Source: an optimization exercise on an open RTL-to-GDS flow (aim: small area, a short achievable clock period and few clock cycles per item). Production flows keep margins and buffers that such runs may drop.
The RTL was checked by simulation tests, not by an equivalence proof against the original design.

==> flow/design.v, too long to show whole: its modules and the start of the top module <==
// module fx_mac: 2411 lines
// module result_store: 23 lines
// module nlc_control: 115 lines
// module nlc_top: 43 lines
module nlc_top
(
	input logic clk,
	input logic rst,
	input logic req,
	output logic ack,
	input logic [nlc_pkg::NUM_CH*nlc_pkg::ADC_W-1:0] x_adc,
	input logic [nlc_pkg::NUM_CH*256-1:0] ch_params,
	output logic [nlc_pkg::NUM_CH*nlc_pkg::ADC_W-1:0] x_lin
);
  // ...
==> flow/run.sh <==
#!/bin/bash
# synth_recipe.tcl (not shown) runs the flow's synth.tcl, then flattens the netlist and writes it again
# the make line also repeats each setting of config.mk as NAME=value (left out here)
make -C /OpenROAD-flow-scripts/flow DESIGN_CONFIG=/design/flow/config.mk WORK_HOME=/design/flow/orfs CLKGATE_MAP_FILE= SYNTH_SCRIPT=/design/flow/synth_recipe.tcl finish
==> flow/config.mk <==
export PLATFORM = sky130hd
export DESIGN_NAME = nlc_top
export DESIGN_NICKNAME = nlc_top
export VERILOG_FILES = /design/flow/design.v
export SDC_FILE = /design/flow/constraint.sdc
export NUM_CORES = 4
export LEC_CHECK = 0
export ABC_AREA = 1
export CAP_MARGIN = 20
export CORE_MARGIN = 2
export CORE_UTILIZATION = 40
export SLEW_MARGIN = 20
==> flow/constraint.sdc <==
create_clock -name core_clock -period 10.0 [get_ports {clk}]
set_input_delay 2.0000 -clock core_clock [delete_from_list [all_inputs] [get_ports {clk}]]
set_output_delay 2.0000 -clock core_clock [all_outputs]
set_load 0.01 [all_outputs]
==> impl_metrics.py, run 1 <==
metrics = {
    "finish": {
        "final_common_cell": "nand2_1",
        "layout.area.seq_mm2": 0.00951,
        "clk_share_pct": 3.01,
        "seq_cells": 475,
        "fill_cells": 11500,
        "design_area_mm2": 0.0620,
        "sh_seq_area_pct": 15.3,
        "multi_input_comb_cells": 4827,
        "finalCoreUtilization_pct": 53.3,
        "final_cells": 8935,
    },
    "global_route": {
        "top_usage_layer": "met2",
        "grt_pass1_wl_um": 425000,
    },
    "floorplanning": {
        "rows": 125,
    },
    "yosys": {
        "netlist_area_mm2": 0.0470,
        "ys.warnings.count": 3,
        "synthFlopType": "dfxtp_1",
        "synth.most_common_cell": "nand2_1",
        "syn-mean-instance-area_um2": 7.29,
    },
    "setup_path": {
        "cp.depth": 14,
        "cp.arrival_ps": 6570,
        "critPathKind": "register to register",
        "cpMaxStageDelayCell": "buf_4",
        "cp_cell_sequence": "inv_8 > ha_1 > nand3_1 > nand2_4 > nand2_1 > o21ai_4 > buf_4 > inv_2 > nand2_2 > nor2_1 > inv_2 > buf_4 > a21oi_1 > a2111o_1",
        "critPathRequiredTime_ps": 10560,
        "crit_family": "buffers and inverters",
        "crit_start": "u_control.cnt[0]$_SDFFE_PP0P_",
    },
    "routing": {
        "wl_met1_um": 122000,
        "wl_um": 322000,
    },
    "sta": {
        "layout_setup_ws_ps": 3990,
        "min_period_over_period_pct": 60.1,
        "slew_viol_final": 2,
        "rsz0062_at_grt": "false",
        "hold_slack_ps": 362,
        "slew_headroom_pct": -1.27,
    },
    "clocking": {
        "holdBufCountCts": 0,
        "post_cts_buffers": 0,
        "clk_path_buf_depth": 3,
        "clk_pin_slew_ps": 70,
    },
    "placed_design": {
        "gp_congestion": 1.19,
        "dpl_worst_slack_ps": 4280,
    },
    "outcome": {
        "status": "finished with violations",
        "checkFailReasons": "max-capacitance violations, max-slew violations",
    },
    "job": {
        "maxCapViolations": 2,
    },
}
Testbench counts, summed over its fixed seeds: cycles 8,960, frames 320.
==> module result_store, before the edit <==
module result_store
(
	input logic clk,
	input logic rst,
	input logic [3:0] wr_en,
	input logic [31:0] result,
	output logic [nlc_pkg::NUM_CH*nlc_pkg::ADC_W-1:0] x_lin
);
	logic [nlc_pkg::ADC_W-1:0] sample;
	assign sample = nlc_pkg::to_adc(result);
	genvar i;
	generate
		for (i = 0; i < nlc_pkg::NUM_CH; i++) begin : g_ch
			always_ff @(posedge clk) begin
				if (rst) begin
					x_lin[i*nlc_pkg::ADC_W +: nlc_pkg::ADC_W] <= '0;
				end else if (wr_en[i]) begin
					x_lin[i*nlc_pkg::ADC_W +: nlc_pkg::ADC_W] <= sample;
				end
			end
		end
	endgenerate
endmodule
==> module nlc_control, before the edit <==
module nlc_control
(
	input logic clk,
	input logic rst,
	input logic req,
	output logic ack,
	input logic [nlc_pkg::NUM_CH*nlc_pkg::ADC_W-1:0] x_adc,
	input logic [nlc_pkg::NUM_CH*256-1:0] ch_params,
	input logic [31:0] out,
	output logic [31:0] op_a,
	output logic [31:0] op_b,
	output logic [31:0] op_c,
	output logic [3:0] store_en
);
	logic busy;
	logic [4:0] cnt;
	logic [2:0] ld_step;
	logic [1:0] ld_ch;
	logic [1:0] x_ch;
	logic [31:0] b_other;
	logic [20:0] x_r;
	logic [31:0] nm_r;
	logic [31:0] acc;
	logic [255:0] prm;
	logic [255:0] prm_x;
	always_ff @(posedge clk) begin
		if (rst) begin
			busy <= 1'b0;
			cnt <= '0;
			ack <= 1'b0;
		end else if (busy) begin
			cnt <= cnt + 1'b1;
			if (cnt == nlc_pkg::CNT_LAST) begin
				busy <= 1'b0;
				ack <= 1'b1;
			end
		end else if (ack) begin
			if (!req) begin
				ack <= 1'b0;
			end
		end else if (req) begin
			busy <= 1'b1;
			cnt <= '0;
		end
	end
	always_comb begin
		logic [4:0] r;
		r = (cnt >= 5'd12) ? cnt - 5'd12 : cnt;
		ld_step = r[3:1];
		ld_ch = {cnt >= 5'd12, cnt[0]};
		if (!busy) begin
			x_ch = 2'd0;
		end else if (cnt == 5'd0) begin
			x_ch = 2'd1;
		end else if (cnt < 5'd12) begin
			x_ch = 2'd2;
		end else begin
			x_ch = 2'd3;
		end
	end
	assign prm = ch_params[ld_ch*256 +: 256];
	assign prm_x = ch_params[x_ch*256 +: 256];
	always_ff @(posedge clk) begin
		x_r <= x_adc[x_ch*nlc_pkg::ADC_W +: nlc_pkg::ADC_W];
		nm_r <= prm_x[255:224];
	end
	assign acc = nm_r + {11'd0, x_r};
	always_ff @(posedge clk) begin
		case (ld_step)
			3'd0: begin
				op_a <= acc;
				op_b <= prm[223:192];
				op_c <= '0;
			end
			3'd1: begin
				op_a <= prm[5*32 +: 32];
				op_b <= out;
				op_c <= prm[4*32 +: 32];
			end
			3'd2: begin
				op_a <= out;
				op_b <= b_other;
				op_c <= prm[3*32 +: 32];
			end
			3'd3: begin
				op_a <= out;
				op_b <= b_other;
				op_c <= prm[2*32 +: 32];
			end
			3'd4: begin
				op_a <= out;
				op_b <= b_other;
				op_c <= prm[1*32 +: 32];
			end
			default: begin
				op_a <= out;
				op_b <= b_other;
				op_c <= prm[0*32 +: 32];
			end
		endcase
		b_other <= op_b;
	end
	always_comb begin
		store_en = '0;
		if (busy) begin
			case (cnt)
				5'd12: store_en = 4'b0001;
				5'd13: store_en = 4'b0010;
				5'd24: store_en = 4'b0100;
				5'd25: store_en = 4'b1000;
				default: store_en = '0;
			endcase
		end
	end
endmodule
==> module nlc_top, before the edit <==
module nlc_top
(
	input logic clk,
	input logic rst,
	input logic req,
	output logic ack,
	input logic [nlc_pkg::NUM_CH*nlc_pkg::ADC_W-1:0] x_adc,
	input logic [nlc_pkg::NUM_CH*256-1:0] ch_params,
	output logic [nlc_pkg::NUM_CH*nlc_pkg::ADC_W-1:0] x_lin
);
	logic [31:0] op_a;
	logic [31:0] op_b;
	logic [31:0] op_c;
	logic [31:0] out;
	logic [3:0] store_en;
	nlc_control u_control (
		.clk (clk),
		.rst (rst),
		.req (req),
		.ack (ack),
		.x_adc (x_adc),
		.ch_params (ch_params),
		.out (out),
		.op_a (op_a),
		.op_b (op_b),
		.op_c (op_c),
		.store_en (store_en)
	);
	fx_mac u_mac (
		.clk (clk),
		.a (op_a),
		.b (op_b),
		.c (op_c),
		.out (out)
	);
	result_store u_store (
		.clk (clk),
		.rst (rst),
		.wr_en (store_en),
		.result (out),
		.x_lin (x_lin)
	);
endmodule
==> run 2: changes to the inputs <==
--- a/flow/design.v
+++ b/flow/design.v
@@ -16,17 +16,17 @@
 		end
 		to_adc = s;
 	endfunction
 endpackage
 `timescale 1ns/1ps
 module fx_mac
 (
 	input logic clk,
-	input logic [31:0] a,
+	input logic [31:0] a_next,
 	input logic [31:0] b,
 	input logic [31:0] c,
 	output logic [31:0] out
 );
 	logic [32:0] abit;
 	logic [15:0] bone, btwo, bneg;
 	logic [33:0] bx;
 	logic [32:0] pp0;
@@ -1216,26 +1216,32 @@
 	logic r1_c51_1;
 	logic r1_c51_2;
 	logic r1_c51_3;
 	logic r1_c52_0;
 	logic r1_c52_1;
 	logic r1_c52_2;
 	logic r1_c52_3;
 	logic [52:0] sa, sb, sum;
-	assign abit = {a, 1'b0};
+	logic [15:0] bone_d, btwo_d, bneg_d;
+	assign abit = {a_next, 1'b0};
 	assign bx = {b[31], b, 1'b0};
 	genvar gi, gj;
 	generate
 		for (gi = 0; gi < 16; gi++) begin : g_booth
-			assign bone[gi] = abit[2*gi+1] ^ abit[2*gi];
-			assign btwo[gi] = (abit[2*gi+2] & ~abit[2*gi+1] & ~abit[2*gi]) | (~abit[2*gi+2] & abit[2*gi+1] & abit[2*gi]);
-			assign bneg[gi] = abit[2*gi+2];
+			assign bone_d[gi] = abit[2*gi+1] ^ abit[2*gi];
+			assign btwo_d[gi] = (abit[2*gi+2] & ~abit[2*gi+1] & ~abit[2*gi]) | (~abit[2*gi+2] & abit[2*gi+1] & abit[2*gi]);
+			assign bneg_d[gi] = abit[2*gi+2];
 		end
 	endgenerate
+	always_ff @(posedge clk) begin
+		bone <= bone_d;
+		btwo <= btwo_d;
+		bneg <= bneg_d;
+	end
 	assign pp0 = ({33{bone[0]}} & bx[33:1] | {33{btwo[0]}} & bx[32:0]) ^ {33{bneg[0]}};
 	assign pp1 = ({33{bone[1]}} & bx[33:1] | {33{btwo[1]}} & bx[32:0]) ^ {33{bneg[1]}};
 	assign pp2 = ({33{bone[2]}} & bx[33:1] | {33{btwo[2]}} & bx[32:0]) ^ {33{bneg[2]}};
 	assign pp3 = ({33{bone[3]}} & bx[33:1] | {33{btwo[3]}} & bx[32:0]) ^ {33{bneg[3]}};
 	assign pp4 = ({33{bone[4]}} & bx[33:1] | {33{btwo[4]}} & bx[32:0]) ^ {33{bneg[4]}};
 	assign pp5 = ({33{bone[5]}} & bx[33:1] | {33{btwo[5]}} & bx[32:0]) ^ {33{bneg[5]}};
 	assign pp6 = ({33{bone[6]}} & bx[33:1] | {33{btwo[6]}} & bx[32:0]) ^ {33{bneg[6]}};
 	assign pp7 = ({33{bone[7]}} & bx[33:1] | {33{btwo[7]}} & bx[32:0]) ^ {33{bneg[7]}};
@@ -2433,57 +2439,71 @@
 module result_store
 (
 	input logic clk,
 	input logic rst,
 	input logic [3:0] wr_en,
 	input logic [31:0] result,
 	output logic [nlc_pkg::NUM_CH*nlc_pkg::ADC_W-1:0] x_lin
 );
-	logic [nlc_pkg::ADC_W-1:0] sample;
-	assign sample = nlc_pkg::to_adc(result);
+	logic [nlc_pkg::NUM_CH-1:0][nlc_pkg::ADC_W-1:0] low;
+	logic [nlc_pkg::NUM_CH-1:0] neg;
+	logic [nlc_pkg::NUM_CH-1:0] ovf;
 	genvar i;
 	generate
 		for (i = 0; i < nlc_pkg::NUM_CH; i++) begin : g_ch
 			always_ff @(posedge clk) begin
 				if (rst) begin
-					x_lin[i*nlc_pkg::ADC_W +: nlc_pkg::ADC_W] <= '0;
+					low[i] <= '0;
+					neg[i] <= 1'b0;
+					ovf[i] <= 1'b0;
 				end else if (wr_en[i]) begin
-					x_lin[i*nlc_pkg::ADC_W +: nlc_pkg::ADC_W] <= sample;
+					low[i] <= result[nlc_pkg::ADC_W-1:0];
+					neg[i] <= result[31];
+					ovf[i] <= |result[30:nlc_pkg::FRAC_BITS];
 				end
 			end
+			assign x_lin[i*nlc_pkg::ADC_W +: nlc_pkg::ADC_W] = {nlc_pkg::ADC_W{!neg[i]}} & ({nlc_pkg::ADC_W{ovf[i]}} | low[i]);
 		end
 	endgenerate
 endmodule
 `timescale 1ns/1ps
 module nlc_control
 (
 	input logic clk,
 	input logic rst,
 	input logic req,
 	output logic ack,
 	input logic [nlc_pkg::NUM_CH*nlc_pkg::ADC_W-1:0] x_adc,
 	input logic [nlc_pkg::NUM_CH*256-1:0] ch_params,
 	input logic [31:0] out,
-	output logic [31:0] op_a,
+	output logic [31:0] a_next,
 	output logic [31:0] op_b,
 	output logic [31:0] op_c,
 	output logic [3:0] store_en
 );
 	logic busy;
 	logic [4:0] cnt;
-	logic [2:0] ld_step;
-	logic [1:0] ld_ch;
-	logic [1:0] x_ch;
+	logic pair;
+	logic par;
+	logic [5:0] step;
+	logic [3:0] sel_rs;
+	logic [3:0][4:0] sel_cf;
+	logic sel_b_out;
+	logic sel_a_out;
+	logic [3:0] sel_nm;
+	logic [3:0] sel_c5;
 	logic [31:0] b_other;
 	logic [20:0] x_r;
-	logic [31:0] nm_r;
+	logic [31:0] w_r;
 	logic [31:0] acc;
-	logic [255:0] prm;
-	logic [255:0] prm_x;
+	logic [31:0] b_next;
+	logic [31:0] c_next;
+	logic [31:0] w_next;
+	logic [20:0] x_next;
 	always_ff @(posedge clk) begin
 		if (rst) begin
 			busy <= 1'b0;
 			cnt <= '0;
 			ack <= 1'b0;
 		end else if (busy) begin
 			cnt <= cnt + 1'b1;
 			if (cnt == nlc_pkg::CNT_LAST) begin
@@ -2494,71 +2514,80 @@
 			if (!req) begin
 				ack <= 1'b0;
 			end
 		end else if (req) begin
 			busy <= 1'b1;
 			cnt <= '0;
 		end
 	end
+	always_ff @(posedge clk) begin
+		if (!busy) begin
+			pair <= 1'b0;
+			par <= 1'b0;
+			step <= 6'b000001;
+		end else begin
+			par <= !par;
+			if (par) begin
+				step <= {step[4:0], step[5]};
+				if (step[5]) begin
+					pair <= 1'b1;
+				end
+			end
+		end
+	end
 	always_comb begin
-		logic [4:0] r;
-		r = (cnt >= 5'd12) ? cnt - 5'd12 : cnt;
-		ld_step = r[3:1];
-		ld_ch = {cnt >= 5'd12, cnt[0]};
+		sel_rs = '0;
+		sel_cf = '0;
+		sel_nm = '0;
+		sel_c5 = '0;
+		sel_b_out = busy && step[1];
+		sel_a_out = busy && (|step[5:2]);
 		if (!busy) begin
-			x_ch = 2'd0;
-		end else if (cnt == 5'd0) begin
-			x_ch = 2'd1;
-		end else if (cnt < 5'd12) begin
-			x_ch = 2'd2;
+			sel_nm[0] = 1'b1;
 		end else begin
-			x_ch = 2'd3;
+			sel_rs[{pair, par}] = step[0];
+			for (int k = 0; k < 5; k++) begin
+				sel_cf[{pair, par}][k] = step[5 - k];
+			end
+			sel_nm[{pair, 1'b1}] = step[0] && !par;
+			sel_nm[2] = sel_nm[2] || (step[5] && par && !pair);
+			sel_c5[{pair, 1'b0}] = step[0] && par;
+			sel_c5[{pair, 1'b1}] = step[1] && !par;
+		end
+	end
+	always_comb begin
+		b_next = '0;
+		c_next = '0;
+		w_next = '0;
+		x_next = '0;
+		for (int i = 0; i < nlc_pkg::NUM_CH; i++) begin
+			b_next |= {32{sel_rs[i]}} & ch_params[256*i + 192 +: 32];
+			for (int k = 0; k < 5; k++) begin
+				c_next |= {32{sel_cf[i][k]}} & ch_params[256*i + 32*k +: 32];
+			end
+			w_next |= {32{sel_nm[i]}} & ch_params[256*i + 224 +: 32];
+			w_next |= {32{sel_c5[i]}} & ch_params[256*i + 160 +: 32];
+			x_next |= {21{sel_nm[i]}} & x_adc[21*i +: 21];
+		end
+		if (sel_b_out) begin
+			b_next = out;
+		end else if (!(|sel_rs)) begin
+			b_next = b_other;
 		end
 	end
-	assign prm = ch_params[ld_ch*256 +: 256];
-	assign prm_x = ch_params[x_ch*256 +: 256];
 	always_ff @(posedge clk) begin
-		x_r <= x_adc[x_ch*nlc_pkg::ADC_W +: nlc_pkg::ADC_W];
-		nm_r <= prm_x[255:224];
+		x_r <= x_next;
+		w_r <= w_next;
 	end
-	assign acc = nm_r + {11'd0, x_r};
+	assign acc = w_r + {11'd0, x_r};
+	assign a_next = sel_a_out ? out : acc;
 	always_ff @(posedge clk) begin
-		case (ld_step)
-			3'd0: begin
-				op_a <= acc;
-				op_b <= prm[223:192];
-				op_c <= '0;
-			end
-			3'd1: begin
-				op_a <= prm[5*32 +: 32];
-				op_b <= out;
-				op_c <= prm[4*32 +: 32];
-			end
-			3'd2: begin
-				op_a <= out;
-				op_b <= b_other;
-				op_c <= prm[3*32 +: 32];
-			end
-			3'd3: begin
-				op_a <= out;
-				op_b <= b_other;
-				op_c <= prm[2*32 +: 32];
-			end
-			3'd4: begin
-				op_a <= out;
-				op_b <= b_other;
-				op_c <= prm[1*32 +: 32];
-			end
-			default: begin
-				op_a <= out;
-				op_b <= b_other;
-				op_c <= prm[0*32 +: 32];
-			end
-		endcase
+		op_b <= b_next;
+		op_c <= c_next;
 		b_other <= op_b;
 	end
 	always_comb begin
 		store_en = '0;
 		if (busy) begin
 			case (cnt)
 				5'd12: store_en = 4'b0001;
 				5'd13: store_en = 4'b0010;
@@ -2575,37 +2604,37 @@
 	input logic clk,
 	input logic rst,
 	input logic req,
 	output logic ack,
 	input logic [nlc_pkg::NUM_CH*nlc_pkg::ADC_W-1:0] x_adc,
 	input logic [nlc_pkg::NUM_CH*256-1:0] ch_params,
 	output logic [nlc_pkg::NUM_CH*nlc_pkg::ADC_W-1:0] x_lin
 );
-	logic [31:0] op_a;
+	logic [31:0] a_next;
 	logic [31:0] op_b;
 	logic [31:0] op_c;
 	logic [31:0] out;
 	logic [3:0] store_en;
 	nlc_control u_control (
 		.clk (clk),
 		.rst (rst),
 		.req (req),
 		.ack (ack),
 		.x_adc (x_adc),
 		.ch_params (ch_params),
 		.out (out),
-		.op_a (op_a),
+		.a_next (a_next),
 		.op_b (op_b),
 		.op_c (op_c),
 		.store_en (store_en)
 	);
 	fx_mac u_mac (
 		.clk (clk),
-		.a (op_a),
+		.a_next (a_next),
 		.b (op_b),
 		.c (op_c),
 		.out (out)
 	);
 	result_store u_store (
 		.clk (clk),
 		.rst (rst),
 		.wr_en (store_en),
==> flow/config.mk (replaced) <==
export PLATFORM = sky130hd
export DESIGN_NAME = nlc_top
export DESIGN_NICKNAME = nlc_top
export VERILOG_FILES = /design/flow/design.v
export SDC_FILE = /design/flow/constraint.sdc
export NUM_CORES = 4
export LEC_CHECK = 0
export ABC_AREA = 0
export CAP_MARGIN = 30
export CORE_MARGIN = 2
export CORE_UTILIZATION = 55
export SETUP_SLACK_MARGIN = 5
export SLEW_MARGIN = 30
==> impl_metrics.py, run 2 <==
metrics = {
    "yosys": {
        "async_flop_share_pct": 0,
        "ys_seq_elements": 507,
        "synth_nets": 6518,
        "syn-mean-instance-area_um2": 9.07,
        "synth_edf_count": 0,
        "netlist_area_mm2": 0.0440,
        "ys.warnings.count": 3,
        "synth.most_common_cell": "a22oi_1",
        "yosys-top-cells-area": "dfxtp_1 (23%), fa_1 (19%), a22oi_1 (12%)",
        "synthFlopType": "dfxtp_1",
        "synth_cell_types": 96,
        "yosysTopAreaCell": "dfxtp_1",
        "syn_inst": 4852,
        "synth_top_cell_area_share_pct": 23.1,
        "synth_common_cells": "a22oi_1 (693), dfxtp_1 (507), fa_1 (425)",
        "synth_seq_area_share_pct": 23.1,
    },
    "floorplanning": {
        "rows": 103,
        "die_h_um": 287,
        "initial_core_util_pct": 55.6,
        "die_x_um": 287,
    },
    "outcome": {
        "haltStage": "I/O pin placement",
        "stop_error": "[ERROR PPL-0024] Number of IO pins (1196) exceeds maximum number of available positions (1034). Increase the die perimeter from 1147.22um to 1626.56um.",
        "status": "did not finish",
    },
}
run 2: kinds of logic after synthesis:
kind of cell / after synthesis / synth area share (%)
compound gates: 1409 / 23.7
mux: 109 / 2.57
fa+ha+maj: 555 / 23.0
xor+xnor: 583 / 11.6
simple gates: 914 / 9.16
buf+inv: 775 / 6.82
flops: 507 / 23.1
Testbench counts of run 2, summed over its fixed seeds: cycles 8,960, frames 320.
==> run 3: changes to the inputs <==
--- a/flow/design.v
+++ b/flow/design.v
@@ -2,19 +2,9 @@
 package nlc_pkg;
 	localparam int NUM_CH = 4;
+	localparam int NUM_UNITS = 2;
 	localparam int ADC_W = 21;
 	localparam int WORD_W = 32;
 	localparam int FRAC_BITS = 21;
-	localparam logic [4:0] CNT_LAST = 5'd25;
-	function automatic logic [ADC_W-1:0] to_adc(logic [WORD_W-1:0] w);
-		logic [ADC_W-1:0] s;
-		if (w[WORD_W-1]) begin
-			s = '0;
-		end else if (|w[WORD_W-2:FRAC_BITS]) begin
-			s = '1;
-		end else begin
-			s = w[ADC_W-1:0];
-		end
-		to_adc = s;
-	endfunction
+	localparam logic [3:0] CNT_LAST = 4'd13;
 endpackage
 `timescale 1ns/1ps
@@ -2442,25 +2432,21 @@
 	input logic rst,
 	input logic [3:0] wr_en,
-	input logic [31:0] result,
+	input logic [nlc_pkg::NUM_UNITS-1:0][31:0] result,
 	output logic [nlc_pkg::NUM_CH*nlc_pkg::ADC_W-1:0] x_lin
 );
-	logic [nlc_pkg::NUM_CH-1:0][nlc_pkg::ADC_W-1:0] low;
-	logic [nlc_pkg::NUM_CH-1:0] neg;
-	logic [nlc_pkg::NUM_CH-1:0] ovf;
+	logic [nlc_pkg::NUM_UNITS-1:0][nlc_pkg::ADC_W-1:0] sample;
 	genvar i;
 	generate
+		for (i = 0; i < nlc_pkg::NUM_UNITS; i++) begin : g_unit
+			assign sample[i] = {nlc_pkg::ADC_W{!result[i][31]}} & ({nlc_pkg::ADC_W{|result[i][30:nlc_pkg::FRAC_BITS]}} | result[i][nlc_pkg::ADC_W-1:0]);
+		end
 		for (i = 0; i < nlc_pkg::NUM_CH; i++) begin : g_ch
 			always_ff @(posedge clk) begin
 				if (rst) begin
-					low[i] <= '0;
-					neg[i] <= 1'b0;
-					ovf[i] <= 1'b0;
+					x_lin[i*nlc_pkg::ADC_W +: nlc_pkg::ADC_W] <= '0;
 				end else if (wr_en[i]) begin
-					low[i] <= result[nlc_pkg::ADC_W-1:0];
-					neg[i] <= result[31];
-					ovf[i] <= |result[30:nlc_pkg::FRAC_BITS];
+					x_lin[i*nlc_pkg::ADC_W +: nlc_pkg::ADC_W] <= sample[i/2];
 				end
 			end
-			assign x_lin[i*nlc_pkg::ADC_W +: nlc_pkg::ADC_W] = {nlc_pkg::ADC_W{!neg[i]}} & ({nlc_pkg::ADC_W{ovf[i]}} | low[i]);
 		end
 	endgenerate
@@ -2475,29 +2461,20 @@
 	input logic [nlc_pkg::NUM_CH*nlc_pkg::ADC_W-1:0] x_adc,
 	input logic [nlc_pkg::NUM_CH*256-1:0] ch_params,
-	input logic [31:0] out,
-	output logic [31:0] a_next,
-	output logic [31:0] op_b,
-	output logic [31:0] op_c,
+	input logic [nlc_pkg::NUM_UNITS-1:0][31:0] out,
+	output logic [nlc_pkg::NUM_UNITS-1:0][31:0] a_next,
+	output logic [nlc_pkg::NUM_UNITS-1:0][31:0] op_b,
+	output logic [nlc_pkg::NUM_UNITS-1:0][31:0] op_c,
 	output logic [3:0] store_en
 );
 	logic busy;
-	logic [4:0] cnt;
-	logic pair;
+	logic [3:0] cnt;
 	logic par;
 	logic [5:0] step;
-	logic [3:0] sel_rs;
-	logic [3:0][4:0] sel_cf;
+	logic [1:0] sel_rs;
+	logic [1:0][4:0] sel_cf;
 	logic sel_b_out;
 	logic sel_a_out;
-	logic [3:0] sel_nm;
-	logic [3:0] sel_c5;
-	logic [31:0] b_other;
-	logic [20:0] x_r;
-	logic [31:0] w_r;
-	logic [31:0] acc;
-	logic [31:0] b_next;
-	logic [31:0] c_next;
-	logic [31:0] w_next;
-	logic [20:0] x_next;
+	logic [1:0] sel_nm;
+	logic [1:0] sel_c5;
 	always_ff @(posedge clk) begin
 		if (rst) begin
@@ -2522,5 +2499,4 @@
 	always_ff @(posedge clk) begin
 		if (!busy) begin
-			pair <= 1'b0;
 			par <= 1'b0;
 			step <= 6'b000001;
@@ -2529,7 +2505,4 @@
 			if (par) begin
 				step <= {step[4:0], step[5]};
-				if (step[5]) begin
-					pair <= 1'b1;
-				end
 			end
 		end
@@ -2545,53 +2518,63 @@
 			sel_nm[0] = 1'b1;
 		end else begin
-			sel_rs[{pair, par}] = step[0];
+			sel_rs[par] = step[0];
 			for (int k = 0; k < 5; k++) begin
-				sel_cf[{pair, par}][k] = step[5 - k];
+				sel_cf[par][k] = step[5 - k];
 			end
-			sel_nm[{pair, 1'b1}] = step[0] && !par;
-			sel_nm[2] = sel_nm[2] || (step[5] && par && !pair);
-			sel_c5[{pair, 1'b0}] = step[0] && par;
-			sel_c5[{pair, 1'b1}] = step[1] && !par;
+			sel_nm[1] = step[0] && !par;
+			sel_c5[0] = step[0] && par;
+			sel_c5[1] = step[1] && !par;
 		end
 	end
-	always_comb begin
-		b_next = '0;
-		c_next = '0;
-		w_next = '0;
-		x_next = '0;
-		for (int i = 0; i < nlc_pkg::NUM_CH; i++) begin
-			b_next |= {32{sel_rs[i]}} & ch_params[256*i + 192 +: 32];
-			for (int k = 0; k < 5; k++) begin
-				c_next |= {32{sel_cf[i][k]}} & ch_params[256*i + 32*k +: 32];
+	genvar u;
+	generate
+		for (u = 0; u < nlc_pkg::NUM_UNITS; u++) begin : g_unit
+			logic [31:0] b_other;
+			logic [20:0] x_r;
+			logic [31:0] w_r;
+			logic [31:0] acc;
+			logic [31:0] b_next;
+			logic [31:0] c_next;
+			logic [31:0] w_next;
+			logic [20:0] x_next;
+			always_comb begin
+				b_next = '0;
+				c_next = '0;
+				w_next = '0;
+				x_next = '0;
+				for (int i = 0; i < 2; i++) begin
+					b_next |= {32{sel_rs[i]}} & ch_params[256*(2*u+i) + 192 +: 32];
+					for (int k = 0; k < 5; k++) begin
+						c_next |= {32{sel_cf[i][k]}} & ch_params[256*(2*u+i) + 32*k +: 32];
+					end
+					w_next |= {32{sel_nm[i]}} & ch_params[256*(2*u+i) + 224 +: 32];
+					w_next |= {32{sel_c5[i]}} & ch_params[256*(2*u+i) + 160 +: 32];
+					x_next |= {21{sel_nm[i]}} & x_adc[21*(2*u+i) +: 21];
+				end
+				if (sel_b_out) begin
+					b_next = out[u];
+				end else if (!(|sel_rs)) begin
+					b_next = b_other;
+				end
+			end
+			always_ff @(posedge clk) begin
+				x_r <= x_next;
+				w_r <= w_next;
+			end
+			assign acc = w_r + {11'd0, x_r};
+			assign a_next[u] = sel_a_out ? out[u] : acc;
+			always_ff @(posedge clk) begin
+				op_b[u] <= b_next;
+				op_c[u] <= c_next;
+				b_other <= op_b[u];
 			end
-			w_next |= {32{sel_nm[i]}} & ch_params[256*i + 224 +: 32];
-			w_next |= {32{sel_c5[i]}} & ch_params[256*i + 160 +: 32];
-			x_next |= {21{sel_nm[i]}} & x_adc[21*i +: 21];
-		end
-		if (sel_b_out) begin
-			b_next = out;
-		end else if (!(|sel_rs)) begin
-			b_next = b_other;
 		end
-	end
-	always_ff @(posedge clk) begin
-		x_r <= x_next;
-		w_r <= w_next;
-	end
-	assign acc = w_r + {11'd0, x_r};
-	assign a_next = sel_a_out ? out : acc;
-	always_ff @(posedge clk) begin
-		op_b <= b_next;
-		op_c <= c_next;
-		b_other <= op_b;
-	end
+	endgenerate
 	always_comb begin
 		store_en = '0;
 		if (busy) begin
 			case (cnt)
-				5'd12: store_en = 4'b0001;
-				5'd13: store_en = 4'b0010;
-				5'd24: store_en = 4'b0100;
-				5'd25: store_en = 4'b1000;
+				4'd12: store_en = 4'b0101;
+				4'd13: store_en = 4'b1010;
 				default: store_en = '0;
 			endcase
@@ -2610,8 +2593,8 @@
 	output logic [nlc_pkg::NUM_CH*nlc_pkg::ADC_W-1:0] x_lin
 );
-	logic [31:0] a_next;
-	logic [31:0] op_b;
-	logic [31:0] op_c;
-	logic [31:0] out;
+	logic [nlc_pkg::NUM_UNITS-1:0][31:0] a_next;
+	logic [nlc_pkg::NUM_UNITS-1:0][31:0] op_b;
+	logic [nlc_pkg::NUM_UNITS-1:0][31:0] op_c;
+	logic [nlc_pkg::NUM_UNITS-1:0][31:0] out;
 	logic [3:0] store_en;
 	nlc_control u_control (
@@ -2628,11 +2611,16 @@
 		.store_en (store_en)
 	);
-	fx_mac u_mac (
-		.clk (clk),
-		.a_next (a_next),
-		.b (op_b),
-		.c (op_c),
-		.out (out)
-	);
+	genvar u;
+	generate
+		for (u = 0; u < nlc_pkg::NUM_UNITS; u++) begin : g_mac
+			fx_mac u_mac (
+				.clk (clk),
+				.a_next (a_next[u]),
+				.b (op_b[u]),
+				.c (op_c[u]),
+				.out (out[u])
+			);
+		end
+	endgenerate
 	result_store u_store (
 		.clk (clk),
==> flow/flow/run.sh (new file) <==
#!/bin/bash
# The standard ORFS layout (standard.sh, synthesis included, unchanged), with
# two changes to how it is made:
#  - the port buffers are the plain sky130_fd_sc_hd__buf_1 cell instead of the
#    cell buffer_ports picks by default (every port still gets its own buffer);
#  - repair_timing aims for 6.5 ns of setup slack at the design's 10 ns clock,
#    so it keeps sizing and buffering the paths longer than 3.5 ns.
# make's full output is kept in standard.log here; ORFS also writes each
# step's log under orfs/logs.
set -uo pipefail
export BUFFER_PORTS_ARGS="-buffer_cell sky130_fd_sc_hd__buf_1"
export SETUP_SLACK_MARGIN=6.5
bash standard.sh > standard.log 2>&1
==> flow/standard.sh (new file) <==
#!/bin/bash
# synth_recipe.tcl (not shown) runs the flow's synth.tcl, then flattens the netlist and writes it again
# the make line also repeats each setting of config.mk as NAME=value (left out here)
make -C /OpenROAD-flow-scripts/flow DESIGN_CONFIG=/design/flow/config.mk WORK_HOME=/design/flow/orfs CLKGATE_MAP_FILE= SYNTH_SCRIPT=/design/flow/synth_recipe.tcl "${@:-finish}"
--- a/flow/config.mk
+++ b/flow/config.mk
@@ -6,8 +6,7 @@
 export NUM_CORES = 4
 export LEC_CHECK = 0
-export ABC_AREA = 0
+export ABC_AREA = 1
 export CAP_MARGIN = 30
 export CORE_MARGIN = 2
-export CORE_UTILIZATION = 55
-export SETUP_SLACK_MARGIN = 5
+export CORE_UTILIZATION = 40
 export SLEW_MARGIN = 30
removed: flow/run.sh
==> impl_metrics.py, run 3 <==
metrics = {
    "sta": {
        "worst_pin_slew_ps": 1380,
        "slew_headroom_pct": 7.98,
        "hold_violations": 0,
        "tns_ps": 0,
        "clock.fmax_mhz": 263,
        "setup_viol": 0,
        "hold_slack_ps": 329,
        "slew_viol_final": 0,
        "fin_skew_ps": 91.3,
        "post-route-min-period_ps": 3800,
        "layout_setup_ws_ps": 6200,
        "min_period_over_period_pct": 38.0,
        "rsz0062_at_grt": "true",
    },
    "yosys": {
        "synthFlopType": "dfxtp_1",
        "synth-xor-area-share_pct": 12.4,
        "ys.warnings.count": 3,
        "syn_inst": 9465,
        "synth_fa_ha_area_share_pct": 25.8,
        "synth.most_common_cell": "nand2_1",
        "synth-compound-area-share_pct": 14.8,
        "syn-mean-instance-area_um2": 8.21,
        "yosys.area_share.simple_pct": 14.1,
        "async_flop_share_pct": 0,
        "yosys-top-cells-area": "dfxtp_1 (23%), fa_1 (22%), xor2_1 (12%)",
        "synth_common_cells": "nand2_1 (1666), inv_1 (1294), xor2_1 (1057)",
        "ys_seq_elements": 897,
        "yosysTopAreaCell": "dfxtp_1",
        "synth_edf_count": 0,
        "synth_top_family_by_area": "adder cells",
        "synth_top_cell_area_share_pct": 23.1,
        "synth_nets": 11700,
        "synthMuxAreaShare_pct": 0.0580,
        "netlist_area_mm2": 0.0777,
        "synth_cell_types": 59,
        "synth_seq_area_share_pct": 23.1,
    },
    "setup_path": {
        "reg2reg_from": "g_mac[0].u_mac.r1_c34_2$_DFF_P_",
        "critPathRequiredTime_ps": 10660,
        "crit_path_max_fanout": 6,
        "cp.arrival_ps": 4470,
        "timing.rr.end": "u_store.x_lin[2]$_SDFFE_PP0P_",
        "r2r_slack_ps": 6200,
        "critPathKind": "register to register",
        "cp-start-kind": "register",
        "crit_path_end_kind": "register",
        "reg2regPathDepth": 18,
    },
    "finish": {
        "most-common-layout-cells": "nand2_1 (1267), buf_1 (1195), inv_1 (1110), xor2_1 (1035), o22ai_1 (940)",
        "syn2layout_area_growth_pct": 27.1,
        "multi_input_area_mm2": 0.0583,
        "layout-drive-gt1-share_pct": 18.5,
        "fill_cells": 18400,
        "layout.area.seq_mm2": 0.0180,
        "finalCoreUtilization_pct": 51.2,
        "final_common_cell": "nand2_1",
        "top_register": "u_store.x_lin",
        "largest_reg_flops": 84,
        "final_cells": 13400,
        "final_nets": 12900,
    },
    "clocking": {
        "cts_tree": "yes",
        "cts_htree_levels": 3,
        "holdBufCountCts": 0,
        "cts.root.buffer_cell": "clkbuf_16",
        "clk_latency_ps": 870,
        "clk_pin_slew_ps": 60,
        "clk_path_buf_depth": 3,
        "cts_inserted_buffers": 106,
        "clock-sinks": 897,
    },
    "min_path": {
        "min_path_type": "register to register",
        "hold_end": "u_control.g_unit[0].b_other[14]$_DFF_P_",
        "min_from": "u_control.op_b[14]$_DFF_P_",
        "holdPathStages": 0,
    },
    "placed_design": {
        "gp_congestion": 1.13,
        "dpl_worst_slack_ps": 4980,
        "port_buffers": 1195,
        "dp_cells": 12800,
        "dpl.hpwl_um": 374000,
    },
    "routing": {
        "drt_iter0_drc": 11700,
        "wl_um": 491000,
        "drc": 0,
        "drt-wirelength-per-cell_um": 36.7,
        "num_vias": 82600,
        "dr.pass1.iters": 9,
        "vias_per_cell": 6.17,
        "ant_nets": 0,
    },
    "global_route": {
        "first_global_vias": 78100,
        "grt_pass1_wl_um": 649000,
        "grt_max_degree": 172,
        "grtUsageTotal_pct": 47.5,
        "grt.overflow.total": 0,
        "antenna_found_initial": 182,
    },
    "floorplanning": {
        "initial_core_util_pct": 40.3,
        "core_mm2": 0.193,
        "rows": 161,
        "die_x_um": 445,
        "die-area_mm2": 0.198,
        "io_pins": 1196,
        "die_h_um": 445,
    },
    "job": {
        "maxCapViolations": 0,
    },
    "outcome": {
        "status": "finished clean",
    },
}
[run 3: area by class of cell]
type | instances | share of cell area [%]
diodes | 119 | 0.302
clock buffers | 133 | 2.99
clock inverters | 61 | 0.927
inverters | 1360 | 5.45
multi-input cells | 6570 | 59.0
flip-flops and latches | 897 | 18.3
well taps | 2526 | 3.20
repair buffers | 1718 | 9.83
repair inverters | 1 | 0.00507
[run 3: worst max-delay path, cell delays in order, from the launching register on]
cell and delay [ps]:
dfxtp_2 320, fa_1 580, fa_2 530, ha_4 350
nand2_4 70, nor2_4 150, inv_2 70, nor2_4 130
nand2_2 100, nor3_4 200, nand2_2 120, nand4_1 160
nand2_2 100, nor2_4 140, buf_6 110, buf_8 130
nand4_1 170, nand2_1 140, a21oi_1 70
[run 3: kinds of logic after synthesis]
group                      Yosys count
DFF                                897
and+or+nand+nor                   2565
muxes                                4
buffers and inverters             2005
xor gates and xnor gates          1098
adders and majority gates         1089
AOI/OAI and AO/OA                 1807
[run 3: per-layer routing]
layer	vias up	share of wire, %	global-route usage (%)
met3	1830	14	17.7
met5	-	0.10	0.171
met4	54	9.2	33.7
li1	33400	-	-
met1	40500	37	60.4
met2	6843	40	66.0
[run 3: through the flow]
step	area, um2
after floorplan	77700
after global placement	84400
after detailed placement	84600
after CTS	93900
after global routing	98700
final	98800
[run 3: timing repair]
action                     4_1_cts  5_1_grt
hold endpoints to repair         0        0
pin swaps                      199      418
setup endpoints to repair      517      298
setup buffers                  175      126
gates cloned                    11        6
gates resized for setup        860      935
[run 3: worst max-delay path by stage]
stage,from,to,slack (ps),cells after the start
floorplan,g_mac[1].u_mac.bneg[14]$_DFF_P_,g_mac[1].u_mac.r1_c32_0$_DFF_P_,6550,9
global placement,g_mac[0].u_mac.r1_c35_2$_DFF_P_,u_store.x_lin[2]$_SDFFE_PP0P_,5040,18
detailed placement,g_mac[0].u_mac.r1_c19_2$_DFF_P_,u_store.x_lin[2]$_SDFFE_PP0P_,4980,15
CTS,g_mac[0].u_mac.r1_c36_0$_DFF_P_,u_store.x_lin[2]$_SDFFE_PP0P_,6320,22
global route,g_mac[0].u_mac.r1_c27_0$_DFF_P_,u_store.x_lin[17]$_SDFFE_PP0P_,6080,22
finish,g_mac[0].u_mac.r1_c34_2$_DFF_P_,u_store.x_lin[2]$_SDFFE_PP0P_,6200,18
Testbench counts of run 3, summed over its fixed seeds: cycles 5,120, frames 320.
==> run 4: changes to the inputs <==
==> flow/flow/run.sh (replaced) <==
#!/bin/bash
# The standard ORFS layout (standard.sh, synthesis included, unchanged), with
# two changes to how it is made:
#  - the port buffers are the plain sky130_fd_sc_hd__buf_1 cell instead of the
#    cell buffer_ports picks by default (every port still gets its own buffer);
#  - repair_timing aims for 6.1 ns of setup slack at the design's 10 ns clock,
#    so it keeps sizing and buffering the paths longer than 3.9 ns.
# make's full output is kept in standard.log here; ORFS also writes each
# step's log under orfs/logs.
set -uo pipefail
export BUFFER_PORTS_ARGS="-buffer_cell sky130_fd_sc_hd__buf_1"
export SETUP_SLACK_MARGIN=6.1
bash standard.sh > standard.log 2>&1
==> impl_metrics.py, run 4 <==
metrics = {
    "setup_path": {
        "cp-start-kind": "register",
        "slowest_delay_ps": 890,
        "crit_path_end_kind": "register",
        "critPathRequiredTime_ps": 10660,
        "cp_cell_sequence": "inv_6 > nor2_1 > nand2_1 > inv_2 > buf_12 > nand2_1 > nand4_1 > a221oi_1 > nand3_1 > a221o_1",
        "crit_path_frequent_cell": "nand2_1",
        "cp.arrival_ps": 4650,
        "reg2regPathDepth": 10,
        "critPathKind": "register to register",
        "cpMaxStageDelayCell": "a221oi_1",
        "crit_path_max_fanout": 62,
    },
    "yosys": {
        "synth_nets": 11700,
        "ys.warnings.count": 3,
        "async_flop_share_pct": 0,
        "synth_common_cells": "nand2_1 (1666), inv_1 (1294), xor2_1 (1057)",
        "synthFlopType": "dfxtp_1",
        "ys_seq_elements": 897,
        "synth.most_common_cell": "nand2_1",
        "syn-mean-instance-area_um2": 8.21,
        "synth_seq_area_share_pct": 23.1,
        "synth_top_cell_area_share_pct": 23.1,
        "netlist_area_mm2": 0.0777,
        "yosys-top-cells-area": "dfxtp_1 (23%), fa_1 (22%), xor2_1 (12%)",
        "synth_cell_types": 59,
        "synth_edf_count": 0,
        "yosysTopAreaCell": "dfxtp_1",
        "syn_inst": 9465,
    },
    "outcome": {
        "status": "finished clean",
    },
    "clocking": {
        "clk_pin_slew_ps": 90,
        "cts_htree_levels": 3,
        "clk_path_buf_depth": 3,
        "cts_inserted_buffers": 107,
        "clock-sinks": 897,
        "cts.root.buffer_cell": "clkbuf_16",
        "clk_latency_ps": 830,
        "cts_tree": "yes",
    },
    "finish": {
        "fill_cells": 19000,
        "layout-drive-gt1-share_pct": 10.0,
        "final_common_cell": "nand2_1",
        "final_nets": 12600,
        "syn2layout_area_growth_pct": 18.7,
        "layout.area.seq_mm2": 0.0180,
        "multi_input_area_mm2": 0.0546,
        "most-common-layout-cells": "nand2_1 (1573), inv_1 (1222), buf_1 (1195), xor2_1 (1041), o22ai_1 (947)",
        "largest_reg_flops": 84,
        "top_register": "u_store.x_lin",
    },
    "floorplanning": {
        "io_pins": 1196,
        "die_h_um": 445,
        "die_x_um": 445,
        "core_mm2": 0.193,
        "initial_core_util_pct": 40.3,
        "die-area_mm2": 0.198,
        "rows": 161,
    },
    "global_route": {
        "grt_pass1_wl_um": 622000,
        "grtUsageTotal_pct": 45.3,
        "grt_max_degree": 119,
        "antenna_found_initial": 138,
        "first_global_vias": 77100,
        "grt.overflow.total": 0,
    },
    "routing": {
        "vias_per_cell": 6.09,
        "drc": 0,
        "ant_nets": 0,
        "wl_um": 463000,
        "drt-wirelength-per-cell_um": 35.2,
        "num_vias": 80100,
        "drt_iter0_drc": 11000,
        "dr.pass1.iters": 9,
    },
    "sta": {
        "min_period_over_period_pct": 40.0,
        "rsz0062_at_grt": "true",
        "post-route-min-period_ps": 4000,
        "worst_pin_slew_ps": 1200,
        "tns_ps": 0,
        "fin_skew_ps": 67.7,
        "setup_viol": 0,
        "slew_headroom_pct": 19.9,
        "slew_viol_final": 0,
        "layout_setup_ws_ps": 6000,
        "clock.fmax_mhz": 250,
        "hold_violations": 0,
    },
    "min_path": {
        "holdPathStages": 0,
        "min_path_type": "register to register",
    },
    "placed_design": {
        "dpl_worst_slack_ps": 5320,
        "gp_congestion": 1.11,
        "port_buffers": 1195,
        "dpl.hpwl_um": 357000,
    },
    "job": {
        "maxCapViolations": 0,
    },
}
[run 4: layout make-up]
class | instances | area share, %
Sequential cell | 897 | 19.5
Inverter | 1360 | 5.62
Clock buffer | 125 | 3.05
Timing Repair inverter | 1 | 0.00543
Clock inverter | 72 | 1.25
Antenna cell | 114 | 0.309
Tap cell | 2526 | 3.43
Multi-Input combinational cell | 6571 | 59.2
Timing Repair Buffer | 1487 | 7.67
[run 4: per-layer routing]
metal	part of all wire [%]	global-route usage (%)	wire (um)
met5	0.066	0.464	305
met4	8.6	31.9	40000
met3	14	18.3	64700
met2	39	61.1	181000
met1	38	58.2	177000
[run 4: final timing paths]
kind | from | endpoint | slack, ps
min reg2reg | u_control.op_b[56]$_DFF_P_ | u_control.g_unit[1].b_other[24]$_DFF_P_ | 290
max reg2reg | u_control.busy$_SDFF_PP0_ | u_control.op_c[7]$_DFF_P_ | 6000
max | u_control.busy$_SDFF_PP0_ | u_control.op_c[7]$_DFF_P_ | 6000
min | u_control.op_b[56]$_DFF_P_ | u_control.g_unit[1].b_other[24]$_DFF_P_ | 290
[run 4: repair_timing]
item,in CTS,in global routing
hold buffers,0,0
pin swaps,25,75
resized for setup,183,331
hold endpoints to repair,0,0
setup endpoints to repair,256,268
cloned,8,3
setup buffers,24,56
[run 4: stage by stage]
stage	std cells	hold slack [ps]	utilization [%]	cell area (um2)
2_1_floorplan	9465	329	-	77700
3_3_place_gp	12700	335	43.8	84400
3_5_place_dp	12700	335	43.9	84600
4_1_cts	13000	295	46.6	89800
5_1_grt	13100	297	47.8	92100
6_report	13200	293	47.8	92200
[run 4: cells by family (layout without fill, tap and decap cells)]
logic type | after synthesis | after routing | synth area share, %
adders and majority gates | 1089 | 1089 | 25.8
xor gates and xnor gates | 1098 | 1098 | 12.4
muxes | 4 | 4 | 0.0580
buffers and inverters | 2005 | 3045 | 9.83
and+or+nand+nor | 2565 | 2573 | 14.1
AOI/OAI and AO/OA | 1807 | 1807 | 14.8
other | 0 | 114 | 0
DFF | 897 | 897 | 23.1
[run 4: critical path: cells and delay by family (launching register included)]
| kind | cells | cell delay (ps) |
|---|---|---|
| buf+inv | 3 | 470 |
| simple gates | 5 | 1450 |
| compound gates | 2 | 1300 |
| flops | 1 | 420 |
==> run 5: changes to the inputs <==
--- a/flow/config.mk
+++ b/flow/config.mk
@@ -9,4 +9,4 @@
 export CAP_MARGIN = 30
 export CORE_MARGIN = 2
-export CORE_UTILIZATION = 40
+export CORE_UTILIZATION = 45
 export SLEW_MARGIN = 30
==> impl_metrics.py, run 5 <==
metrics = {
    "outcome": {
        "status": "finished clean",
    },
    "global_route": {
        "antenna_found_initial": 77,
        "grtUsageTotal_pct": 49.4,
        "grt_pass1_wl_um": 604000,
        "first_global_vias": 76700,
        "grt.overflow.total": 0,
        "grt_max_degree": 85,
    },
    "clocking": {
        "cts_htree_levels": 3,
        "cts_inserted_buffers": 107,
        "cts.root.buffer_cell": "clkbuf_16",
        "holdBufCountCts": 0,
        "clk_pin_slew_ps": 70,
        "clk_path_buf_depth": 3,
        "cts_tree": "yes",
        "clock-sinks": 897,
        "clk_latency_ps": 800,
    },
    "yosys": {
        "syn-mean-instance-area_um2": 8.21,
        "ys_seq_elements": 897,
        "yosys-top-cells-area": "dfxtp_1 (23%), fa_1 (22%), xor2_1 (12%)",
        "synth_common_cells": "nand2_1 (1666), inv_1 (1294), xor2_1 (1057)",
        "synth_top_cell_area_share_pct": 23.1,
        "syn_inst": 9465,
        "yosysTopAreaCell": "dfxtp_1",
        "synth_edf_count": 0,
        "synthFlopType": "dfxtp_1",
        "synth_cell_types": 59,
        "synth.most_common_cell": "nand2_1",
        "async_flop_share_pct": 0,
        "synth_seq_area_share_pct": 23.1,
        "synth_nets": 11700,
        "netlist_area_mm2": 0.0777,
        "ys.warnings.count": 3,
    },
    "finish": {
        "layout.area.seq_mm2": 0.0180,
        "largest_reg_flops": 84,
        "most-common-layout-cells": "nand2_1 (1575), inv_1 (1230), buf_1 (1193), xor2_1 (1036), o22ai_1 (947)",
        "fill_cells": 16700,
        "layout-drive-gt1-share_pct": 9.56,
        "syn2layout_area_growth_pct": 17.9,
        "multi_input_area_mm2": 0.0544,
        "final_common_cell": "nand2_1",
        "final_nets": 12600,
        "top_register": "u_store.x_lin",
    },
    "setup_path": {
        "cp-start-kind": "register",
        "critPathKind": "register to register",
        "cp.arrival_ps": 4650,
        "critPathRequiredTime_ps": 10680,
        "crit_path_max_fanout": 23,
        "crit_path_end_kind": "register",
    },
    "sta": {
        "tns_ps": 0,
        "slew_viol_final": 0,
        "fin_skew_ps": 27.5,
        "post-route-min-period_ps": 3970,
        "hold_slack_ps": 349,
        "setup_viol": 0,
        "min_period_over_period_pct": 39.7,
        "worst_pin_slew_ps": 1240,
        "hold_violations": 0,
        "slew_headroom_pct": 17.0,
        "rsz0062_at_grt": "true",
        "clock.fmax_mhz": 252,
    },
    "routing": {
        "drc": 0,
        "ant_nets": 0,
        "num_vias": 81300,
        "vias_per_cell": 6.31,
        "wl_um": 451000,
        "dr.pass1.iters": 8,
        "drt_iter0_drc": 12200,
        "drt-wirelength-per-cell_um": 35.0,
    },
    "job": {
        "maxCapViolations": 0,
    },
    "floorplanning": {
        "io_pins": 1196,
        "die-area_mm2": 0.176,
        "core_mm2": 0.172,
        "die_h_um": 419,
        "die_x_um": 419,
        "initial_core_util_pct": 45.3,
        "rows": 152,
    },
    "min_path": {
        "min_path_type": "register to register",
    },
    "placed_design": {
        "dpl.hpwl_um": 343000,
        "port_buffers": 1195,
        "gp_congestion": 1.08,
    },
}
## run 5: cell counts after synthesis
Identical to the previous run, type by type.
## run 5: final timing paths
kind	from	to	slack, ps	cells after the start
max	g_mac[1].u_mac.bneg[6]$_DFF_P_	g_mac[1].u_mac.r1_c33_0$_DFF_P_	6030	8
min	u_control.op_b[7]$_DFF_P_	u_control.g_unit[0].b_other[7]$_DFF_P_	350	0
max reg2reg	g_mac[1].u_mac.bneg[6]$_DFF_P_	g_mac[1].u_mac.r1_c33_0$_DFF_P_	6030	8
min reg2reg	u_control.op_b[7]$_DFF_P_	u_control.g_unit[0].b_other[7]$_DFF_P_	350	0
## run 5: cell type report
type                    instances  area share, %
multi-input cells            6572           59.4
flip-flops and latches        897           19.6
well taps                    2310           3.16
repair buffers               1483           7.59
clock buffers                 134           3.22
diodes                         62          0.169
inverters                    1360           5.67
clock inverters                63           1.18
## run 5: timing repair
action | CTS | global route
endpoints found under the setup margin | 281 | 276
pin swaps | 14 | 60
gates cloned | 6 | 3
resized for setup | 125 | 347
setup buffers | 26 | 44
## run 5: cells by family (layout without fill, tap and decap cells)
group / count (synthesis) / in the layout / synth area share (%)
AO/OA/AOI/OAI: 1807 / 1807 / 14.8
XOR/XNOR: 1098 / 1098 / 12.4
adder cells (fa/ha/maj): 1089 / 1089 / 25.8
buffers and inverters: 2005 / 3040 / 9.83
flip-flops: 897 / 897 / 23.1
multiplexers: 4 / 4 / 0.0580
other: 0 / 62 / 0
AND/OR/NAND/NOR: 2565 / 2574 / 14.1
## run 5: through the flow
| step | utilization (%) | cell area (um2) | setup WS, ps | instances |
|---|---|---|---|---|
| 2_1_floorplan | - | 77700 | 6450 | 9465 |
| 3_3_place_gp | 49.0 | 84100 | 5300 | 12500 |
| 3_5_place_dp | 49.2 | 84400 | 5480 | 12500 |
| 4_1_cts | 52.1 | 89400 | 5930 | 12800 |
| 5_1_grt | 53.4 | 91500 | 5950 | 12900 |
| 6_report | 53.4 | 91600 | 6030 | 12900 |
## run 5: worst max-delay path: stages, from the launching register on
cell and delay (ps):
dfxtp_1 300, buf_4 250, inv_2 790, xor2_1 190
fa_1 530, inv_1 70, fa_1 470, fa_1 540
fa_1 700
## run 5: per-layer routing
layer | wire length (um) | vias up | track usage, %
li1 | - | 32900 | -
met1 | 165000 | 39300 | 61.5
met2 | 168000 | 7105 | 63.0
met3 | 74900 | 1947 | 25.8
met4 | 43200 | 38 | 37.9
met5 | 511 | - | 1.86
==> run 6: changes to the inputs <==
--- a/flow/design.v
+++ b/flow/design.v
@@ -6,5 +6,5 @@
 	localparam int WORD_W = 32;
 	localparam int FRAC_BITS = 21;
-	localparam logic [3:0] CNT_LAST = 4'd13;
+	localparam logic [3:0] CNT_LAST = 4'd12;
 endpackage
 `timescale 1ns/1ps
@@ -2468,4 +2468,5 @@
 );
 	logic busy;
+	logic start;
 	logic [3:0] cnt;
 	logic par;
@@ -2497,6 +2498,7 @@
 		end
 	end
+	assign start = !busy && !ack && req;
 	always_ff @(posedge clk) begin
-		if (!busy) begin
+		if (rst || (!busy && !start)) begin
 			par <= 1'b0;
 			step <= 6'b000001;
@@ -2513,17 +2515,13 @@
 		sel_nm = '0;
 		sel_c5 = '0;
-		sel_b_out = busy && step[1];
-		sel_a_out = busy && (|step[5:2]);
-		if (!busy) begin
-			sel_nm[0] = 1'b1;
-		end else begin
-			sel_rs[par] = step[0];
-			for (int k = 0; k < 5; k++) begin
-				sel_cf[par][k] = step[5 - k];
-			end
-			sel_nm[1] = step[0] && !par;
-			sel_c5[0] = step[0] && par;
-			sel_c5[1] = step[1] && !par;
+		sel_b_out = step[1];
+		sel_a_out = |step[5:2];
+		sel_rs[par] = step[0];
+		for (int k = 0; k < 5; k++) begin
+			sel_cf[par][k] = step[5 - k];
 		end
+		sel_nm[1] = step[0] && !par;
+		sel_c5[0] = step[0] && par;
+		sel_c5[1] = step[1] && !par;
 	end
 	genvar u;
@@ -2534,4 +2532,5 @@
 			logic [31:0] w_r;
 			logic [31:0] acc;
+			logic [31:0] acc0;
 			logic [31:0] b_next;
 			logic [31:0] c_next;
@@ -2552,5 +2551,7 @@
 					x_next |= {21{sel_nm[i]}} & x_adc[21*(2*u+i) +: 21];
 				end
-				if (sel_b_out) begin
+				if (!busy) begin
+					b_next = acc0;
+				end else if (sel_b_out) begin
 					b_next = out[u];
 				end else if (!(|sel_rs)) begin
@@ -2563,5 +2564,18 @@
 			end
 			assign acc = w_r + {11'd0, x_r};
-			assign a_next[u] = sel_a_out ? out[u] : acc;
+			logic [21:0] acc0_lo;
+			logic [10:0] acc0_hi;
+			assign acc0_lo = {1'b0, ch_params[256*(2*u) + 224 +: 21]} + {1'b0, x_adc[21*(2*u) +: 21]};
+			assign acc0_hi = ch_params[256*(2*u) + 245 +: 11] + 11'd1;
+			assign acc0 = {acc0_lo[21] ? acc0_hi : ch_params[256*(2*u) + 245 +: 11], acc0_lo[20:0]};
+			always_comb begin
+				if (!busy) begin
+					a_next[u] = ch_params[256*(2*u) + 192 +: 32];
+				end else if (sel_a_out) begin
+					a_next[u] = out[u];
+				end else begin
+					a_next[u] = acc;
+				end
+			end
 			always_ff @(posedge clk) begin
 				op_b[u] <= b_next;
@@ -2575,6 +2589,6 @@
 		if (busy) begin
 			case (cnt)
-				4'd12: store_en = 4'b0101;
-				4'd13: store_en = 4'b1010;
+				4'd11: store_en = 4'b0101;
+				4'd12: store_en = 4'b1010;
 				default: store_en = '0;
 			endcase
==> flow/flow/run.sh (replaced) <==
#!/bin/bash
# The standard ORFS layout (standard.sh, synthesis included, unchanged), with
# two changes to how it is made:
#  - the port buffers are the plain sky130_fd_sc_hd__buf_1 cell instead of the
#    cell buffer_ports picks by default (every port still gets its own buffer);
#  - repair_timing aims for 6.5 ns of setup slack at the design's 10 ns clock,
#    so it keeps sizing and buffering the paths longer than 3.5 ns.
# make's full output is kept in standard.log here; ORFS also writes each
# step's log under orfs/logs.
set -uo pipefail
export BUFFER_PORTS_ARGS="-buffer_cell sky130_fd_sc_hd__buf_1"
export SETUP_SLACK_MARGIN=6.5
bash standard.sh > standard.log 2>&1
--- a/flow/config.mk
+++ b/flow/config.mk
@@ -9,4 +9,4 @@
 export CAP_MARGIN = 30
 export CORE_MARGIN = 2
-export CORE_UTILIZATION = 45
+export CORE_UTILIZATION = 40
 export SLEW_MARGIN = 30
==> impl_metrics.py, run 6 <==
metrics = {
    "sta": {
        "slew_viol_final": 0,
        "fin_skew_ps": 46.9,
        "tns_ps": 0,
        "layout_setup_ws_ps": 6080,
        "slew_headroom_pct": 26.7,
        "hold_violations": 0,
        "post-route-min-period_ps": 3920,
        "hold_slack_ps": 353,
        "worst_pin_slew_ps": 1090,
        "min_period_over_period_pct": 39.2,
        "rsz0062_at_grt": "true",
        "setup_viol": 0,
        "clock.fmax_mhz": 255,
    },
    "routing": {
        "drt-wirelength-per-cell_um": 36.1,
        "drc": 0,
        "wl_um": 519000,
        "drt_iter0_drc": 11900,
        "num_vias": 88500,
        "vias_per_cell": 6.16,
        "dr.pass1.iters": 7,
        "ant_nets": 0,
    },
    "setup_path": {
        "cp.arrival_ps": 4580,
        "critPathKind": "register to register",
        "crit_path_max_fanout": 6,
        "r2r_slack_ps": 6080,
        "crit_path_end_kind": "register",
        "reg2regPathDepth": 17,
        "cp-start-kind": "register",
        "setup.worst_path.end": "u_store.x_lin[68]$_SDFFE_PP0P_",
        "crit_start": "g_mac[1].u_mac.r1_c47_2$_DFF_P_",
        "critPathRequiredTime_ps": 10650,
        "timing.rr.end": "u_store.x_lin[68]$_SDFFE_PP0P_",
        "reg2reg_from": "g_mac[1].u_mac.r1_c47_2$_DFF_P_",
    },
    "placed_design": {
        "dpl.hpwl_um": 394000,
        "dpl_worst_slack_ps": 5410,
        "port_buffers": 1195,
        "placedInstanceArea_mm2": 0.0889,
        "gp_congestion": 1.10,
    },
    "finish": {
        "layout.area.seq_mm2": 0.0181,
        "most-common-layout-cells": "nand2_1 (1457), inv_1 (1254), buf_1 (1190), xor2_1 (1033), o22ai_1 (936)",
        "largest_reg_flops": 84,
        "fill_cells": 19900,
        "top_register": "u_store.x_lin",
        "multi_input_area_mm2": 0.0629,
        "final_common_cell": "nand2_1",
        "syn2layout_area_growth_pct": 28.0,
        "design_area_mm2": 0.104,
        "layout-drive-gt1-share_pct": 19.1,
        "final_nets": 13700,
    },
    "floorplanning": {
        "core_mm2": 0.203,
        "die-area_mm2": 0.208,
        "initial_core_util_pct": 40.3,
        "die_x_um": 456,
        "rows": 165,
        "die_h_um": 456,
        "io_pins": 1196,
    },
    "yosys": {
        "synth_cell_types": 61,
        "syn-mean-instance-area_um2": 7.90,
        "synth_edf_count": 0,
        "syn_inst": 10300,
        "yosys-top-cells-area": "dfxtp_1 (22%), fa_1 (21%), xor2_1 (11%)",
        "synth_top_cell_area_share_pct": 22.0,
        "yosysTopAreaCell": "dfxtp_1",
        "ys_seq_elements": 897,
        "synth_nets": 12600,
        "synth_common_cells": "nand2_1 (1906), inv_1 (1473), xor2_1 (1061)",
        "netlist_area_mm2": 0.0816,
        "ys.warnings.count": 3,
        "synthFlopType": "dfxtp_1",
        "synth.most_common_cell": "nand2_1",
        "synth_seq_area_share_pct": 22.0,
        "async_flop_share_pct": 0,
    },
    "clocking": {
        "clk_pin_slew_ps": 60,
        "cts_inserted_buffers": 108,
        "clk_path_buf_depth": 3,
        "cts_tree": "yes",
        "clk_latency_ps": 810,
        "cts.root.buffer_cell": "clkbuf_16",
        "clock-sinks": 897,
        "cts_htree_levels": 3,
    },
    "global_route": {
        "grtUsageTotal_pct": 47.9,
        "grt_max_degree": 86,
        "first_global_vias": 85100,
        "antenna_found_initial": 126,
        "grt.overflow.total": 0,
        "grt_pass1_wl_um": 695000,
    },
    "min_path": {
        "min_path_type": "register to register",
        "min_from": "u_control.op_b[36]$_DFF_P_",
    },
    "job": {
        "maxCapViolations": 0,
    },
    "outcome": {
        "status": "finished clean",
    },
}
[run 6: cell count changes after synthesis, sizes merged, moves of 28 or more]
cell / change
inv: +173
a21oi: +156
a22o: -51
ha: +43
o21ai: +81
a22oi: -110
a221oi: +51
a32o: +63
a221o: -28
nor2: +112
o211ai: +29
nand2: +232
[run 6: area by class of cell]
class | instances | area share (%)
clock inverters | 57 | 0.730
multi-input cells | 7225 | 60.2
well taps | 2672 | 3.20
diodes | 120 | 0.288
flip-flops and latches | 897 | 17.3
clock buffers | 140 | 2.93
repair inverters | 3 | 0.0144
repair buffers | 1719 | 9.49
inverters | 1535 | 5.82
[run 6: worst min-delay path by stage]
stage	end	slack (ps)	cells after the start
5_1_grt	u_control.g_unit[1].b_other[3]$_DFF_P_	360	0
4_1_cts	u_control.g_unit[1].b_other[3]$_DFF_P_	350	0
3_3_place_gp	u_control.g_unit[1].b_other[31]$_DFF_P_	340	0
2_1_floorplan	g_mac[0].u_mac.r1_c0_1$_DFF_P_	330	0
3_5_place_dp	u_control.g_unit[1].b_other[4]$_DFF_P_	340	0
6_report	u_control.g_unit[1].b_other[4]$_DFF_P_	350	0
[run 6: per-stage QoR]
stage               cells  utilization [%]
finish              14400             51.6
global route        14300             51.5
CTS                 14100             48.8
detailed placement  13700             43.9
global placement    13700             43.8
floorplan           10300                -
[run 6: metal layers]
| metal | vias up | routed length (um) | GRT usage, % |
|---|---|---|---|
| li1 | 36100 | - | - |
| met1 | 43400 | 191000 | 58.6 |
| met2 | 7112 | 200000 | 64.7 |
| met3 | 1888 | 75900 | 21.0 |
| met4 | 56 | 51700 | 38.1 |
| met5 | - | 579 | 0.781 |
[run 6: cell families after synthesis]
| kind of cell | count (synthesis) | synth area share [%] |
|---|---|---|
| xor+xnor | 1121 | 12.0 |
| flops | 897 | 22.0 |
| simple gates | 2949 | 15.1 |
| mux | 6 | 0.0828 |
| fa+ha+maj | 1134 | 25.2 |
| buf+inv | 2210 | 10.3 |
| compound gates | 2007 | 15.3 |
[run 6: worst max-delay path, stage by stage (launching register included)]
cell and delay (ps):
dfxtp_1 320, fa_1 520, fa_2 680, ha_2 380, a21oi_4 240, o21ai_0 120, a21oi_1 200, nand2_1 120
a21oi_4 210, nand2_1 100, nand2_2 100, nand2_4 70, nor2_4 140, buf_12 150, clkbuf_16 140, nand4_1 100
nand2_2 80, a21oi_1 60
[run 6: what timing repair did]
action | 4_1_cts | 5_1_grt
gates resized for setup | 1125 | 1034
setup buffers | 147 | 160
cloned | 13 | 8
pin swaps | 233 | 458
setup endpoints to repair | 435 | 314
hold buffers | 0 | 0
Testbench counts of run 6, summed over its fixed seeds: cycles 4,800, frames 320.

port drivers added, routing unchanged:
The results above use ideal ports. As a check the final layouts listed here were re-extracted and re-timed, cells and wires unchanged. Step 1, drivers: a clkbuf_16 drives clk and a buf_2 each remaining input, both assumed. Step 2, shift: input delay + t, output delay - t, t = (earliest + latest rising clock arrival at the registers) / 2. This alone moves slack from input paths to output paths. a / b / c = no drivers / after step 1 / after step 2; a / b = the first two.
run | t, ns | slack for setup (ns) | pins driven straight from the clock port
run 1 | 0.744 | 3.988 / 3.988 / 3.988 | 1
run 3 | 0.926 | 6.197 / 6.197 / 5.764 | 1
run 4 | 0.891 | 6.004 / 6.004 / 5.500 | 1
run 5 | 0.870 | 6.030 / 6.030 / 5.940 | 1
run 6 | 0.883 | 6.078 / 6.078 / 5.506 | 1
For run 6, which loses most, drivers alone change the setup slack by 0.000 ns; drivers and shift together by -0.572 ns.
